This is an optimization exercise on Yosys and OpenROAD, whose aim is small area, a short achievable clock period and few clock cycles, not a production implementation. In this exercise RTL edits were held to simulation tests only and were not proved equivalent to the original. Power is estimated from default activity; no workload was simulated.

==> wip/amber <==
Design character_frequency_count_top, start of the top module:
module character_frequency_count_top
#(
   parameter int ALPHABET_SIZE = 128,
   parameter int COUNT_BITS    = 16
) (
   input  wire logic                   clock,
   input  wire logic                   reset,
   input  wire logic                   start,
   output logic                        busy,
   input  wire logic                   req_op,
   input  wire logic [cfc_pkg::SYMBOL_BITS-1:0] req_symbol,
   output logic                        rsp_strobe,
   output logic                        rsp_found,
   output logic [cfc_pkg::SYMBOL_BITS-1:0]      rsp_char_code,
   output logic [cfc_pkg::OCC_BITS-1:0]         rsp_occurrences,
   output logic                        rsp_last_entry
);
make LEC_CHECK=0 ABC_CLOCK_PERIOD_IN_PS=2500 CAP_MARGIN=20 CORE_MARGIN=2 CORE_UTILIZATION=55 CTS_CLUSTER_DIAMETER=60 CTS_CLUSTER_SIZE=30 PLACE_DENSITY=0.7 SETUP_SLACK_MARGIN=2.5 SLEW_MARGIN=20 finish   # period 5.5 ns
run.sh (not shown) runs the stock make flow with config.mk's settings and CLKGATE_MAP_FILE= SYNTH_SCRIPT=/design/flow/synth_recipe.tcl, a recipe that flattens the netlist after the stock synthesis.
==> wip/yarrow: changes against wip/amber <==
--- a/flow/design.v
+++ b/flow/design.v
@@ -58,12 +58,13 @@
       end
    end
    logic [N-1:0]  rem_ff;
    logic          cur_act_ff;
    logic [SB-1:0] cur_h_ff;
    logic [SB:0]   rcnt_ff;
+   logic          radd_ff;
    logic          rf_ff, rm_ff;
    logic          cnt;
    logic          fet;
    logic [N-1:0]  dec;
    logic          behind;
    logic          r_hit;
@@ -76,90 +77,128 @@
          dec[i] = s1_hi[i / 16] && s1_lo[i % 16];
       end
       behind = cur_act_ff && (s1_sym <= cur_h_ff);
       r_hit  = |(rem_ff & dec);
       r_add  = !behind && !r_hit;
    end
-   logic [N-1:0]      t_any [8];
-   logic [N*SB-1:0]   t_idx [8];
+   localparam int NG = 8;
+   localparam int GS = 16;
+   logic [NG-1:0]    gany_ff;
+   logic [NG-1:0]    gsel;           
+   logic [NG-1:0]    lmore;          
+   logic [NG*4-1:0]  lidx;           
+   logic [N-1:0]     rest;           
+   logic [N-1:0]     rem_next;
+   logic [NG-1:0]    gany_next;
+   logic [SB-1:0]    t_hit;
    always_comb begin
-      for (int l = 0; l < 8; l++) begin
-         t_any[l] = '0;
-         t_idx[l] = '0;
-      end
-      t_any[0] = rem_ff;
-      for (int l = 1; l < 8; l++) begin
-         for (int n = 0; n < (N >> l); n++) begin
-            t_any[l][n] = t_any[l-1][2*n] | t_any[l-1][2*n+1];
-            for (int b = 0; b < SB; b++) begin
-               if (b < l - 1) begin
-                  t_idx[l][n*SB+b] = t_any[l-1][2*n] ? t_idx[l-1][2*n*SB+b]
-                                                     : t_idx[l-1][(2*n+1)*SB+b];
+      for (int g = 0; g < NG; g++) begin
+         gsel[g] = gany_ff[g];
+         for (int k = 0; k < g; k++) begin
+            gsel[g] = gsel[g] && !gany_ff[k];
+         end
+      end
+   end
+   for (genvar g = 0; g < NG; g++) begin : g_grp
+      logic [GS-1:0] r;
+      logic [GS-1:0] pre [5];
+      logic [GS-1:0] a_any [5];
+      logic [GS*4-1:0] a_idx [5];
+      assign r = rem_ff[g*GS +: GS];
+      always_comb begin
+         pre[0] = r;
+         for (int l = 1; l < 5; l++) begin
+            for (int i = 0; i < GS; i++) begin
+               if (((i >> (l - 1)) & 1) == 1) begin
+                  pre[l][i] = pre[l-1][i] | pre[l-1][((i >> (l - 1)) << (l - 1)) - 1];
+               end else begin
+                  pre[l][i] = pre[l-1][i];
                end
             end
-            t_idx[l][n*SB+l-1] = !t_any[l-1][2*n];
          end
       end
+      always_comb begin
+         for (int l = 0; l < 5; l++) begin
+            a_any[l] = '0;
+            a_idx[l] = '0;
+         end
+         a_any[0] = r;
+         for (int l = 1; l < 5; l++) begin
+            for (int n = 0; n < (GS >> l); n++) begin
+               a_any[l][n] = a_any[l-1][2*n] | a_any[l-1][2*n+1];
+               for (int b = 0; b < 4; b++) begin
+                  if (b < l - 1) begin
+                     a_idx[l][n*4+b] = a_any[l-1][2*n] ? a_idx[l-1][2*n*4+b]
+                                                       : a_idx[l-1][(2*n+1)*4+b];
+                  end
+               end
+               a_idx[l][n*4+l-1] = !a_any[l-1][2*n];
+            end
+         end
+      end
+      assign rest[g*GS +: GS] = r & {pre[4][GS-2:0], 1'b0};
+      assign lmore[g]         = |rest[g*GS +: GS];
+      assign lidx[g*4 +: 4]   = a_idx[4][3:0];
+      assign rem_next[g*GS +: GS] = gsel[g] ? rest[g*GS +: GS] : r;
+      assign gany_next[g]     = gsel[g] ? lmore[g] : gany_ff[g];
    end
-   logic [N-1:0] pre [8];
-   logic [N-1:0] rem_next;
    always_comb begin
-      pre[0] = rem_ff;
-      for (int l = 1; l < 8; l++) begin
-         for (int i = 0; i < N; i++) begin
-            if (((i >> (l - 1)) & 1) == 1) begin
-               pre[l][i] = pre[l-1][i] | pre[l-1][((i >> (l - 1)) << (l - 1)) - 1];
-            end else begin
-               pre[l][i] = pre[l-1][i];
-            end
+      t_hit = '0;
+      for (int g = 0; g < NG; g++) begin
+         if (gsel[g]) begin
+            t_hit = t_hit | {3'(g), lidx[g*4 +: 4]};
          end
       end
-      rem_next = rem_ff & {pre[7][N-2:0], 1'b0};
    end
    logic          found;
    logic          more;
    logic          three;
    logic [SB-1:0] hit;
    logic [SB:0]   rcnt_p1;
    assign found   = rf_ff;
    assign more    = rm_ff;
-   assign three   = (rcnt_ff >= (SB+1)'(3));
-   assign hit     = found ? t_idx[7][SB-1:0] : '0;
-   assign rcnt_p1 = rcnt_ff + (SB+1)'(1);
+   assign three   = (rcnt_ff >= (SB+1)'(3)) || (radd_ff && (rcnt_ff == (SB+1)'(2)));
+   assign hit     = t_hit;
+   assign rcnt_p1 = rcnt_ff + (SB+1)'(radd_ff);
    always_ff @(posedge clock) begin
       if (reset) begin
          rem_ff     <= '0;
+         gany_ff    <= '0;
          cur_act_ff <= 1'b0;
          rcnt_ff    <= '0;
+         radd_ff    <= 1'b0;
          rf_ff      <= 1'b0;
          rm_ff      <= 1'b0;
          s2_cnt     <= 1'b0;
          s2_fet     <= 1'b0;
          s2_clr     <= 1'b0;
       end else begin
          s2_cnt <= cnt;
          s2_fet <= fet;
          s2_clr <= fet && found && !more;
+         rcnt_ff <= rcnt_p1;
+         radd_ff <= 1'b0;
          if (fet) begin
             cur_act_ff <= found && more;
             if (found && more) begin
                rem_ff  <= rem_next;
-               rcnt_ff <= rcnt_ff - (SB+1)'(1);
+               gany_ff <= gany_next;
+               rcnt_ff <= rcnt_p1 - (SB+1)'(1);
                rm_ff   <= three;
             end else if (found) begin
                rem_ff  <= '0;
+               gany_ff <= '0;
                rcnt_ff <= '0;
                rf_ff   <= 1'b0;
             end
          end else if (cnt && !behind) begin
-            rem_ff <= rem_ff | dec;
-            rf_ff  <= 1'b1;
-            rm_ff  <= rm_ff || (rf_ff && r_add);
-            if (r_add) begin
-               rcnt_ff <= rcnt_p1;
-            end
+            rem_ff  <= rem_ff | dec;
+            gany_ff <= gany_ff | s1_hi;
+            rf_ff   <= 1'b1;
+            rm_ff   <= rm_ff || (rf_ff && r_add);
+            radd_ff <= r_add;
          end
       end
       if (fet) begin
          cur_h_ff <= hit;
       end
       s2_code  <= fet ? hit : s1_sym;
@@ -302,18 +341,16 @@
          s5_lo[k] <= (s4_code[3:0] == 4'(k));
       end
       s5_wipe  <= reset || s4_clr;
       s5_wd    <= (reset || s4_clr) ? '0 : s4_inc;
       s6_code  <= s5_code;
       s6_wd    <= s5_wd;
-      if (s3_fet) begin
-         o_found <= s3_found;
-         o_last  <= s3_last;
-         o_code  <= s3_code;
-         o_occ   <= val;
-      end
+      o_found <= s3_fet && s3_found;
+      o_last  <= s3_fet && s3_last;
+      o_code  <= s3_fet ? s3_code : '0;
+      o_occ   <= s3_fet ? val : '0;
    end
    assign rsp_strobe      = o_strobe;
    assign rsp_found       = o_found;
    assign rsp_char_code   = o_code;
    assign rsp_occurrences = o_occ;
    assign rsp_last_entry  = o_last;
Settings changed: ABC_CLOCK_PERIOD_IN_PS 2500 to default, CORE_UTILIZATION 55 to 64, PLACE_DENSITY 0.7 to 0.76, SETUP_SLACK_MARGIN 2.5 to 3.8, TNS_END_PERCENT from default to 0.
==> wip/garnet: changes against wip/amber <==
--- a/flow/design.v
+++ b/flow/design.v
@@ -58,12 +58,13 @@
       end
    end
    logic [N-1:0]  rem_ff;
    logic          cur_act_ff;
    logic [SB-1:0] cur_h_ff;
    logic [SB:0]   rcnt_ff;
+   logic          radd_ff;
    logic          rf_ff, rm_ff;
    logic          cnt;
    logic          fet;
    logic [N-1:0]  dec;
    logic          behind;
    logic          r_hit;
@@ -76,90 +77,128 @@
          dec[i] = s1_hi[i / 16] && s1_lo[i % 16];
       end
       behind = cur_act_ff && (s1_sym <= cur_h_ff);
       r_hit  = |(rem_ff & dec);
       r_add  = !behind && !r_hit;
    end
-   logic [N-1:0]      t_any [8];
-   logic [N*SB-1:0]   t_idx [8];
+   localparam int NG = 8;
+   localparam int GS = 16;
+   logic [NG-1:0]    gany_ff;
+   logic [NG-1:0]    gsel;           
+   logic [NG-1:0]    lmore;          
+   logic [NG*4-1:0]  lidx;           
+   logic [N-1:0]     rest;           
+   logic [N-1:0]     rem_next;
+   logic [NG-1:0]    gany_next;
+   logic [SB-1:0]    t_hit;
    always_comb begin
-      for (int l = 0; l < 8; l++) begin
-         t_any[l] = '0;
-         t_idx[l] = '0;
-      end
-      t_any[0] = rem_ff;
-      for (int l = 1; l < 8; l++) begin
-         for (int n = 0; n < (N >> l); n++) begin
-            t_any[l][n] = t_any[l-1][2*n] | t_any[l-1][2*n+1];
-            for (int b = 0; b < SB; b++) begin
-               if (b < l - 1) begin
-                  t_idx[l][n*SB+b] = t_any[l-1][2*n] ? t_idx[l-1][2*n*SB+b]
-                                                     : t_idx[l-1][(2*n+1)*SB+b];
+      for (int g = 0; g < NG; g++) begin
+         gsel[g] = gany_ff[g];
+         for (int k = 0; k < g; k++) begin
+            gsel[g] = gsel[g] && !gany_ff[k];
+         end
+      end
+   end
+   for (genvar g = 0; g < NG; g++) begin : g_grp
+      logic [GS-1:0] r;
+      logic [GS-1:0] pre [5];
+      logic [GS-1:0] a_any [5];
+      logic [GS*4-1:0] a_idx [5];
+      assign r = rem_ff[g*GS +: GS];
+      always_comb begin
+         pre[0] = r;
+         for (int l = 1; l < 5; l++) begin
+            for (int i = 0; i < GS; i++) begin
+               if (((i >> (l - 1)) & 1) == 1) begin
+                  pre[l][i] = pre[l-1][i] | pre[l-1][((i >> (l - 1)) << (l - 1)) - 1];
+               end else begin
+                  pre[l][i] = pre[l-1][i];
                end
             end
-            t_idx[l][n*SB+l-1] = !t_any[l-1][2*n];
          end
       end
+      always_comb begin
+         for (int l = 0; l < 5; l++) begin
+            a_any[l] = '0;
+            a_idx[l] = '0;
+         end
+         a_any[0] = r;
+         for (int l = 1; l < 5; l++) begin
+            for (int n = 0; n < (GS >> l); n++) begin
+               a_any[l][n] = a_any[l-1][2*n] | a_any[l-1][2*n+1];
+               for (int b = 0; b < 4; b++) begin
+                  if (b < l - 1) begin
+                     a_idx[l][n*4+b] = a_any[l-1][2*n] ? a_idx[l-1][2*n*4+b]
+                                                       : a_idx[l-1][(2*n+1)*4+b];
+                  end
+               end
+               a_idx[l][n*4+l-1] = !a_any[l-1][2*n];
+            end
+         end
+      end
+      assign rest[g*GS +: GS] = r & {pre[4][GS-2:0], 1'b0};
+      assign lmore[g]         = |rest[g*GS +: GS];
+      assign lidx[g*4 +: 4]   = a_idx[4][3:0];
+      assign rem_next[g*GS +: GS] = gsel[g] ? rest[g*GS +: GS] : r;
+      assign gany_next[g]     = gsel[g] ? lmore[g] : gany_ff[g];
    end
-   logic [N-1:0] pre [8];
-   logic [N-1:0] rem_next;
    always_comb begin
-      pre[0] = rem_ff;
-      for (int l = 1; l < 8; l++) begin
-         for (int i = 0; i < N; i++) begin
-            if (((i >> (l - 1)) & 1) == 1) begin
-               pre[l][i] = pre[l-1][i] | pre[l-1][((i >> (l - 1)) << (l - 1)) - 1];
-            end else begin
-               pre[l][i] = pre[l-1][i];
-            end
+      t_hit = '0;
+      for (int g = 0; g < NG; g++) begin
+         if (gsel[g]) begin
+            t_hit = t_hit | {3'(g), lidx[g*4 +: 4]};
          end
       end
-      rem_next = rem_ff & {pre[7][N-2:0], 1'b0};
    end
    logic          found;
    logic          more;
    logic          three;
    logic [SB-1:0] hit;
    logic [SB:0]   rcnt_p1;
    assign found   = rf_ff;
    assign more    = rm_ff;
-   assign three   = (rcnt_ff >= (SB+1)'(3));
-   assign hit     = found ? t_idx[7][SB-1:0] : '0;
-   assign rcnt_p1 = rcnt_ff + (SB+1)'(1);
+   assign three   = (rcnt_ff >= (SB+1)'(3)) || (radd_ff && (rcnt_ff == (SB+1)'(2)));
+   assign hit     = t_hit;
+   assign rcnt_p1 = rcnt_ff + (SB+1)'(radd_ff);
    always_ff @(posedge clock) begin
       if (reset) begin
          rem_ff     <= '0;
+         gany_ff    <= '0;
          cur_act_ff <= 1'b0;
          rcnt_ff    <= '0;
+         radd_ff    <= 1'b0;
          rf_ff      <= 1'b0;
          rm_ff      <= 1'b0;
          s2_cnt     <= 1'b0;
          s2_fet     <= 1'b0;
          s2_clr     <= 1'b0;
       end else begin
          s2_cnt <= cnt;
          s2_fet <= fet;
          s2_clr <= fet && found && !more;
+         rcnt_ff <= rcnt_p1;
+         radd_ff <= 1'b0;
          if (fet) begin
             cur_act_ff <= found && more;
             if (found && more) begin
                rem_ff  <= rem_next;
-               rcnt_ff <= rcnt_ff - (SB+1)'(1);
+               gany_ff <= gany_next;
+               rcnt_ff <= rcnt_p1 - (SB+1)'(1);
                rm_ff   <= three;
             end else if (found) begin
                rem_ff  <= '0;
+               gany_ff <= '0;
                rcnt_ff <= '0;
                rf_ff   <= 1'b0;
             end
          end else if (cnt && !behind) begin
-            rem_ff <= rem_ff | dec;
-            rf_ff  <= 1'b1;
-            rm_ff  <= rm_ff || (rf_ff && r_add);
-            if (r_add) begin
-               rcnt_ff <= rcnt_p1;
-            end
+            rem_ff  <= rem_ff | dec;
+            gany_ff <= gany_ff | s1_hi;
+            rf_ff   <= 1'b1;
+            rm_ff   <= rm_ff || (rf_ff && r_add);
+            radd_ff <= r_add;
          end
       end
       if (fet) begin
          cur_h_ff <= hit;
       end
       s2_code  <= fet ? hit : s1_sym;
@@ -302,18 +341,16 @@
          s5_lo[k] <= (s4_code[3:0] == 4'(k));
       end
       s5_wipe  <= reset || s4_clr;
       s5_wd    <= (reset || s4_clr) ? '0 : s4_inc;
       s6_code  <= s5_code;
       s6_wd    <= s5_wd;
-      if (s3_fet) begin
-         o_found <= s3_found;
-         o_last  <= s3_last;
-         o_code  <= s3_code;
-         o_occ   <= val;
-      end
+      o_found <= s3_fet && s3_found;
+      o_last  <= s3_fet && s3_last;
+      o_code  <= s3_fet ? s3_code : '0;
+      o_occ   <= s3_fet ? val : '0;
    end
    assign rsp_strobe      = o_strobe;
    assign rsp_found       = o_found;
    assign rsp_char_code   = o_code;
    assign rsp_occurrences = o_occ;
    assign rsp_last_entry  = o_last;
Settings changed: ABC_CLOCK_PERIOD_IN_PS 2500 to default, CORE_UTILIZATION 55 to 68, PLACE_DENSITY 0.7 to 0.8, SETUP_SLACK_MARGIN 2.5 to 3.2, TNS_END_PERCENT from default to 0.
==> summary of the runs <==
- Between wip/garnet and wip/amber, the lower first-iteration DRC count is in wip/amber (gap 14%, measured against wip/amber).
- Against wip/yarrow, the die area of wip/garnet is smaller by about 6%.
- Between wip/amber and wip/garnet, the lower flip-flop and latch count is in wip/amber (gap 9).
- The lowest combinational power belongs to wip/amber, the highest to wip/yarrow.
- In sequential power, wip/yarrow and wip/garnet hardly differ.
- Sequential share of layout area: wip/yarrow is lower than wip/amber (1.3 points).
- Synthesized cell count is the same in wip/yarrow and wip/garnet.
- The highest worst setup slack belongs to wip/yarrow, the lowest to wip/amber.
- The highest worst hold slack belongs to wip/garnet, the lowest to wip/yarrow.
- The highest wire length belongs to wip/yarrow, the lowest to wip/amber.
Testbench counts of wip/amber, summed over its fixed seeds: cycles 73,554.
Testbench counts of wip/yarrow, summed over its fixed seeds: cycles 73,554.
Testbench counts of wip/garnet, summed over its fixed seeds: cycles 73,554.

-- port drivers added, routing unchanged --
The results above use ideal ports. As a check the final layouts listed here were re-extracted and re-timed, cells and wires unchanged.
Step 1 sets driving cells, clkbuf_16 on the clock port and buf_2 on the other inputs (assumed; they add their load-dependent delay and slew).
Step 2, shift: input delay + t, output delay - t, t = (earliest + latest rising clock arrival at the registers) / 2. This alone moves slack from input paths to output paths.
a / b / c = no drivers / after step 1 / after step 2; a / b = the first two.
run	shift t [ns]	setup WS [ns]	worst hold slack (ns)	clock arrival spread, ns
wip/amber	0.887	2.505 / 2.505 / 2.495	0.337 / 0.337 / 0.337	0.058 / 0.059
wip/yarrow	0.879	2.867 / 2.867 / 2.867	0.315 / 0.315 / 0.315	0.051 / 0.051
wip/garnet	0.887	2.761 / 2.761 / 2.716	0.339 / 0.339 / 0.339	0.066 / 0.066
After both steps every run listed still meets setup and hold. For wip/garnet, which loses most, drivers alone change the setup slack by 0.000 ns; drivers and shift together by -0.045 ns.
